Context: an optimization exercise on an open-source flow, tuned for small area and a short achievable clock period. The choices shown serve that exercise and are no tape-out recipe.
The RTL was checked by simulation tests, not by an equivalence proof against the original design.
Power figures rest on the tool's default switching activity, not on a simulated workload.

// chip_link_tx
module chip_link_tx
(
    input  wire                   clk,
    input  wire                   rst_n,
    input  wire [link_pkg::word_width-1:0]  s_tdata,
    input  wire                   s_tvalid,
    output logic                  s_tready,
    output logic                  tik,
    output logic [link_pkg::lane_width-1:0] lane_data,
    output logic                  lane_valid,
    output logic                  lane_par,
    input  wire                   link_ready,
    input  wire                   link_err
);
clock: 4.5 ns
lec_check: 0
cap_margin: 20
core_margin: 2
core_utilization: 55
cts_buf_list: sky130_fd_sc_hd__clkbuf_8
setup_slack_margin: 2.5
slew_margin: 20
tns_end_percent: 5
run.sh (not shown) runs the stock make flow with config.mk's settings and CLKGATE_MAP_FILE= SYNTH_SCRIPT=/design/flow/synth_recipe.tcl, a recipe that flattens the netlist after the stock synthesis.
Next try:
==> flow/flow/run.sh (new file) <==
#!/bin/bash
# The standard layout, with plain buffers (buf_2) on the ports instead of the
# buffer that buffer_ports picks by itself (a delay cell).
set -euo pipefail
bash standard.sh BUFFER_PORTS_ARGS="-buffer_cell sky130_fd_sc_hd__buf_2" finish > orfs_flow.log 2>&1
==> flow/standard.sh (new file) <==
#!/bin/bash
# synth_recipe.tcl (not shown) runs the flow's synth.tcl, then flattens the netlist and writes it again
# the make line also repeats each setting of config.mk as NAME=value (left out here)
make -C /OpenROAD-flow-scripts/flow DESIGN_CONFIG=/design/flow/config.mk WORK_HOME=/design/flow/orfs CLKGATE_MAP_FILE= SYNTH_SCRIPT=/design/flow/synth_recipe.tcl "${@:-finish}"
CTS_BUF_LIST = unset   (was sky130_fd_sc_hd__clkbuf_8)
CTS_CLUSTER_DIAMETER = 60   (was unset)
CTS_CLUSTER_SIZE = 32   (was unset)
removed: flow/run.sh
- The changed run passed the timing, design-rule and antenna checks
- cell count drops by about 5%
- combinational power drops by about 4.5%
- critical path depth climbs by 2
- worst setup slack is better by 74 ps
- design area drops by about 2.6%
- register-to-register slack is worse by 60 ps
- via count drops by about 1.6%
- maximum frequency climbs by about 3.4%
- clock skew climbs by 6.9 ps
- synthesized area does not change
- routed wire length climbs by about 1.2%
Next try:
CTS_CLUSTER_DIAMETER = 50   (was 60)
CTS_CLUSTER_SIZE = 24   (was 32)
The changed run finished with timing, DRC and antenna clean. Design area grows by about 3%. Worst hold slack got worse by 35 ps. Final cell count grows by 2.1%.

---

== zinc ==
The RTL this note starts from:
==> flow/design.v <==
`default_nettype none
package link_pkg;
    localparam int word_width      = 64;
    localparam int lane_width      = 16;
    localparam int lane_count      = 4;
    localparam int lane_idx_width  = $clog2(lane_count) + 1;
    localparam int fifo_depth_log2 = 4;
    localparam int length_width    = 32;
    localparam logic [2:0] kind_tik = 3'd3;
    typedef enum logic [2:0] {
        send_idle  = 3'd0,
        send_data  = 3'd1,
        ready_wait = 3'd2,
        tik_wait   = 3'd3,
        tik_end    = 3'd4
    } send_state_e;
    typedef union packed {
        logic [lane_count-1:0][lane_width-1:0] lanes;
        struct packed {
            logic [4:0]              rsvd_hi;
            logic [2:0]              kind;
            logic [22:0]             rsvd_lo;
            logic                    end_flag;
            logic [length_width-1:0] length;
        } cmd;
    } link_word_u;
endpackage
`default_nettype wire
`default_nettype none
module chip_link_tx
(
    input  wire                   clk,
    input  wire                   rst_n,
    input  wire [link_pkg::word_width-1:0]  s_tdata,
    input  wire                   s_tvalid,
    output logic                  s_tready,
    output logic                  tik,
    output logic [link_pkg::lane_width-1:0] lane_data,
    output logic                  lane_valid,
    output logic                  lane_par,
    input  wire                   link_ready,
    input  wire                   link_err
);
    localparam int RN = 15;    
    logic [63:0]   mem [0:RN-1];
    logic [RN-1:0] woh;         
    logic [RN-1:0] rsel;        
    logic [3:0]    rcount;      
    logic          rnempty;     
    logic          full;        
    logic          full_o;      
    logic [63:0]   head;
    logic          hv;          
    logic [63:0]   hold;
    logic [3:0]    zg;          
    logic          p_lane;      
    logic          st_act, st_data, st_rwait, st_cmd, st_twait;
    logic          lv_o;        
    logic [2:0]    lane_cnt;
    logic          tik_flag, end_flag;
    logic          tik_o;       
    logic          par_o;
    logic          ready_d, ready_2d, err_d, err_2d;
    logic          ld_q;        
    logic          adv_q;       
    logic          kp_hi_q;     
    logic          kp_md_q;     
    logic          kp_lo_q;     
    logic st_idle, wr, take_head, pop, push;
    logic ready_high, ready_low, err_low;
    logic last_lane, busy, done, head_cmd;
    assign st_idle    = !st_act;
    assign ready_high = ready_d & ready_2d;
    assign ready_low  = !ready_d & !ready_2d;
    assign err_low    = !err_d & !err_2d;
    assign wr         = s_tvalid & !full;
    assign take_head  = st_idle | !hv;           
    assign pop        = take_head & rnempty;
    assign push       = wr & !(take_head & !rnempty);
    assign head_cmd   = (head[58:56] == link_pkg::kind_tik);
    assign last_lane  = lane_cnt[2];
    assign busy       = tik_flag | end_flag;
    assign done       = &zg;
    logic [RN-1:0] hsel;
    logic          hsel_in, hkeep;
    assign hsel    = rsel & {RN{take_head}};
    assign hsel_in = take_head & !rnempty;
    assign hkeep   = !take_head;
    logic [63:0] head_nx;
    always_comb begin
        head_nx = (s_tdata & {64{hsel_in}}) | (head & {64{hkeep}});
        for (int i = 0; i < RN; i++) head_nx = head_nx | (mem[i] & {64{hsel[i]}});
    end
    always_ff @(posedge clk or negedge rst_n) begin
        if (!rst_n) begin
            woh     <= RN'(1);
            rsel    <= '0;
            rcount  <= '0;
            rnempty <= 1'b0;
            full    <= 1'b0;
            full_o  <= 1'b0;
            hv      <= 1'b0;
        end else begin
            if (push) woh <= {woh[RN-2:0], woh[RN-1]};
            if (pop) begin
                if (rcount == 4'd1 && !push) begin
                    rsel   <= '0;
                end else begin
                    rsel   <= {rsel[RN-2:0], rsel[RN-1]};
                end
            end else if (push && !rnempty) begin
                rsel   <= woh;
            end
            if (push && !pop) begin
                rcount  <= rcount + 4'd1;
                rnempty <= 1'b1;
                full    <= (rcount == 4'd14);
            end else if (pop && !push) begin
                rcount  <= rcount - 4'd1;
                rnempty <= (rcount != 4'd1);
                full    <= 1'b0;
            end
            full_o <= ((rcount == 4'd14) & push & !pop) | ((rcount == 4'd15) & !(pop & !push));
            if (take_head) hv <= rnempty | wr;
        end
    end
    always_ff @(posedge clk) begin
        for (int i = 0; i < RN; i++) if (s_tvalid && !full && woh[i]) mem[i] <= s_tdata;
    end
    always_ff @(posedge clk) begin
        head <= head_nx;
    end
    always_ff @(posedge clk or negedge rst_n) begin
        if (!rst_n) begin
            ready_d  <= 1'b0;
            ready_2d <= 1'b0;
            err_d    <= 1'b0;
            err_2d   <= 1'b0;
        end else begin
            ready_d  <= link_ready;
            ready_2d <= ready_d;
            err_d    <= link_err;
            err_2d   <= err_d;
        end
    end
    logic n_idle, n_data, n_rwait, n_cmd, n_twait, n_adv;
    always_comb begin
        n_idle  = (st_idle & !hv) | (st_rwait & ready_low & last_lane) | (st_twait & !busy);
        n_data  = (st_idle & hv & !head_cmd) | (st_data & !ready_high) |
                  (st_rwait & ready_low & !last_lane);
        n_rwait = (st_data & ready_high) | (st_rwait & !ready_low);
        n_cmd   = st_idle & hv & head_cmd;
        n_twait = st_cmd | (st_twait & busy);
        n_adv   = n_data & link_ready & ready_d & !link_err & !err_d;
    end
    always_ff @(posedge clk or negedge rst_n) begin
        if (!rst_n) begin
            st_act   <= 1'b0;
            st_data  <= 1'b0;
            st_rwait <= 1'b0;
            st_cmd   <= 1'b0;
            st_twait <= 1'b0;
            lv_o     <= 1'b0;
            ld_q     <= 1'b0;
            adv_q    <= 1'b0;
            kp_hi_q  <= 1'b0;
            kp_md_q  <= 1'b0;
            kp_lo_q  <= 1'b0;
        end else begin
            st_act   <= !n_idle;
            st_data  <= n_data;
            st_rwait <= n_rwait;
            st_cmd   <= n_cmd;
            st_twait <= n_twait;
            lv_o     <= (st_idle & hv & !head_cmd) | (lv_o & !ready_high) |
                        (st_rwait & ready_low & !last_lane);
            ld_q     <= n_idle;
            adv_q    <= n_adv;
            kp_hi_q  <= !(n_idle | n_adv);
            kp_md_q  <= !(n_idle | n_adv | n_twait);
            kp_lo_q  <= !(n_idle | n_twait);
        end
    end
    always_ff @(posedge clk or negedge rst_n) begin
        if (!rst_n) begin
            lane_cnt <= '0;
        end else if (st_rwait && ready_low && last_lane) begin
            lane_cnt <= '0;
        end else if (adv_q) begin
            lane_cnt <= lane_cnt + 3'd1;
        end
    end
    logic [31:0] hold_dec;
    logic [3:0]  bin;
    logic [3:0]  zg_dec;
    logic [3:0]  zg_head;
    assign bin = {zg[2] & zg[1] & zg[0], zg[1] & zg[0], zg[0], 1'b1};
    always_comb begin
        for (int k = 0; k < 4; k++) begin
            hold_dec[8*k +: 8] = bin[k] ? hold[8*k +: 8] - 8'd1 : hold[8*k +: 8];
            zg_dec[k]          = bin[k] ? (hold[8*k +: 8] == 8'd1) : zg[k];
            zg_head[k]         = (head[8*k +: 8] == 8'd0);
        end
    end
    logic        p_lane_nx;
    logic [63:0] hold_nx;
    logic [3:0]  zg_nx;
    always_comb begin
        hold_nx[63:32] = (head[63:32] & {32{ld_q}}) | (hold[47:16] & {32{adv_q}}) |
                         (hold[63:32] & {32{kp_hi_q}});
        hold_nx[31:16] = (head[31:16] & {16{ld_q}}) | (hold[15:0] & {16{adv_q}}) |
                         (hold_dec[31:16] & {16{st_twait}}) | (hold[31:16] & {16{kp_md_q}});
        hold_nx[15:0]  = (head[15:0] & {16{ld_q}}) | (hold_dec[15:0] & {16{st_twait}}) |
                         (hold[15:0] & {16{kp_lo_q}});
        zg_nx          = (zg_head & {4{ld_q}}) | (zg_dec & {4{st_twait}}) | (zg & {4{kp_lo_q}});
        p_lane_nx      = (ld_q & ^head[63:48]) | (adv_q & ^hold[47:32]) | (kp_hi_q & p_lane);
    end
    always_ff @(posedge clk) begin
        hold   <= hold_nx;
        zg     <= zg_nx;
        p_lane <= p_lane_nx;
    end
    always_ff @(posedge clk or negedge rst_n) begin
        if (!rst_n) begin
            par_o <= 1'b0;
        end else begin
            par_o <= n_data & p_lane_nx;
        end
    end
    always_ff @(posedge clk or negedge rst_n) begin
        if (!rst_n) begin
            tik_flag <= 1'b0;
            end_flag <= 1'b0;
            tik_o    <= 1'b0;
        end else begin
            if (st_cmd) begin
                tik_flag <= !hold[32];
                end_flag <= hold[32];
            end else if (done) begin
                tik_flag <= 1'b0;
                end_flag <= 1'b0;
            end
            tik_o <= (st_cmd & !hold[32]) | (tik_o & !done);
        end
    end
    assign s_tready   = !full_o;
    assign tik        = tik_o;
    assign lane_valid = lv_o;
    assign lane_data  = hold[63:48];
    assign lane_par   = par_o;
endmodule
`default_nettype wire
==> flow/config.mk <==
export PLATFORM = sky130hd
export DESIGN_NAME = chip_link_tx
export DESIGN_NICKNAME = chip_link_tx
export VERILOG_FILES = /design/flow/design.v
export SDC_FILE = /design/flow/constraint.sdc
export NUM_CORES = 4
export LEC_CHECK = 0
export CAP_MARGIN = 20
export CORE_MARGIN = 2
export CORE_UTILIZATION = 55
export CTS_CLUSTER_DIAMETER = 60
export CTS_CLUSTER_SIZE = 28
export PLACE_DENSITY = 0.7
export SETUP_SLACK_MARGIN = 2.5
export SLEW_MARGIN = 20
export TNS_END_PERCENT = 5
==> flow/constraint.sdc <==
create_clock -name core_clock -period 4.5 [get_ports {clk}]
set_input_delay 0.9000 -clock core_clock [delete_from_list [all_inputs] [get_ports {clk}]]
set_output_delay 0.9000 -clock core_clock [all_outputs]
set_load 0.01 [all_outputs]
Stock flow here: none of the scripts above is used.
The inputs of raven differ from those of zinc as listed below.
Settings: removing PLACE_DENSITY (formerly 0.7); changing CTS_CLUSTER_SIZE from 28 to 32.
--- outcome ---
- raven ended with every stage complete and zero timing, DRC or antenna violations.
- On part of the total power dissipated in the clock network: between zinc and raven, it ends up higher for raven.
- Global-route met1 utilization: zinc and raven compared, lower one is zinc
- In the reports for zinc and raven, the smaller combined area of the multi-input logic cells belongs to raven.
- Compared with zinc, raven shows a share of the core filled with cells in the final layout that is 0.28 points higher.
- Between zinc and raven, overall power is higher for raven, zinc comes in under that.
- The lower wire length of the first global-routing pass came out of zinc.
- Min clock latency at the later pin of the worst-skew pair across zinc and raven: raven
- Measured against each other, zinc and raven differ in routed wire length, the higher figure coming from raven.
- Of raven and zinc, it is raven that has the higher switching share of total power.
> inputs changed (raven -> fjord)
Settings: CTS_CLUSTER_DIAMETER: 60 -> unset; CTS_CLUSTER_SIZE: 32 -> unset.
==> flow/flow/run.sh (new file) <==
#!/bin/bash
# The standard layout, with plain buffers (buf_2) on the ports instead of the
# buffer that buffer_ports picks by itself (a delay cell).
set -euo pipefail
bash standard.sh BUFFER_PORTS_ARGS="-buffer_cell sky130_fd_sc_hd__buf_2" finish > orfs_flow.log 2>&1
==> flow/standard.sh (new file) <==
#!/bin/bash
# synth_recipe.tcl (not shown) runs the flow's synth.tcl, then flattens the netlist and writes it again
# the make line also repeats each setting of config.mk as NAME=value (left out here)
make -C /OpenROAD-flow-scripts/flow DESIGN_CONFIG=/design/flow/config.mk WORK_HOME=/design/flow/orfs CLKGATE_MAP_FILE= SYNTH_SCRIPT=/design/flow/synth_recipe.tcl "${@:-finish}"
removed: flow/run.sh
[summary]
Going from raven to fjord, non-clock buffer count shows a reduction of about 6.5%; first-pass GRT wire length shows an increase of 1.9%; met1 usage shows an increase of 0.62 points; wire length on met1 shows an increase of about 4%; sequential cell power shows no meaningful change. Comparing peak fanout along the critical path for fjord and raven, the bigger number came from fjord.
## Diff of input files: yarrow against fjord
==> flow/run.sh (new file) <==
#!/bin/bash
# synth_recipe.tcl (not shown) runs the flow's synth.tcl, then flattens the netlist and writes it again
# the make line also repeats each setting of config.mk as NAME=value (left out here)
make -C /OpenROAD-flow-scripts/flow DESIGN_CONFIG=/design/flow/config.mk WORK_HOME=/design/flow/orfs CLKGATE_MAP_FILE= SYNTH_SCRIPT=/design/flow/synth_recipe.tcl finish
removed: flow/flow/run.sh
removed: flow/standard.sh
==> summary.txt <==
- Lower area growth from synthesis to layout among fjord and yarrow: fjord
- Taking fjord as the reference, in yarrow worst-case setup slack after placement decreased by 0.30 ns relative to the old numbers; sequential share of the synthesized area closely matched the old numbers; met1 track demand over resource in global routing decreased by 1.6 points relative to the old numbers; global router's overall resource usage decreased by 0.54 points relative to the old numbers.

separate check: timing with driven ports:
How much do the figures lean on ideal ports? The routed layouts below were timed once more, with nothing changed but the port constraints. Step 1 sets driving cells, clkbuf_16 on the clock port and buf_2 on the other inputs (assumed; they add their load-dependent delay and slew). Step 2 times the ports against the registers' clock, not the clock port: input delays grow and output delays shrink by t, the midpoint of the rising clock arrivals with the driver on. Three values: ideal ports, drivers, drivers and shift; two values: the first two.
| run | t, ns | setup slack, ns | slew at the worst register clock pin (ns) | pins driven straight from the clock port |
|---|---|---|---|---|
| the first run of note 1 | 0.875 | 2.219 / 2.151 / 1.638 | 0.07 / 0.07 | 1 |
| the second run of note 1 | 0.708 | 2.293 / 2.293 / 1.734 | 0.10 / 0.10 | 1 |
| the third run of note 1 | 0.750 | 2.343 / 2.314 / 1.763 | 0.09 / 0.09 | 1 |
| zinc | 0.720 | 2.374 / 2.312 / 1.713 | 0.10 / 0.10 | 1 |
| raven | 0.704 | 2.320 / 2.296 / 1.843 | 0.10 / 0.10 | 1 |
| fjord | 0.739 | 2.334 / 2.326 / 1.745 | 0.07 / 0.07 | 1 |
| yarrow | 0.739 | 2.340 / 2.271 / 1.844 | 0.06 / 0.06 | 1 |
After both steps setup and hold are still met in every run listed. The setup slack of zinc, which loses most, moves by -0.062 ns with the drivers and by -0.661 ns with both steps.
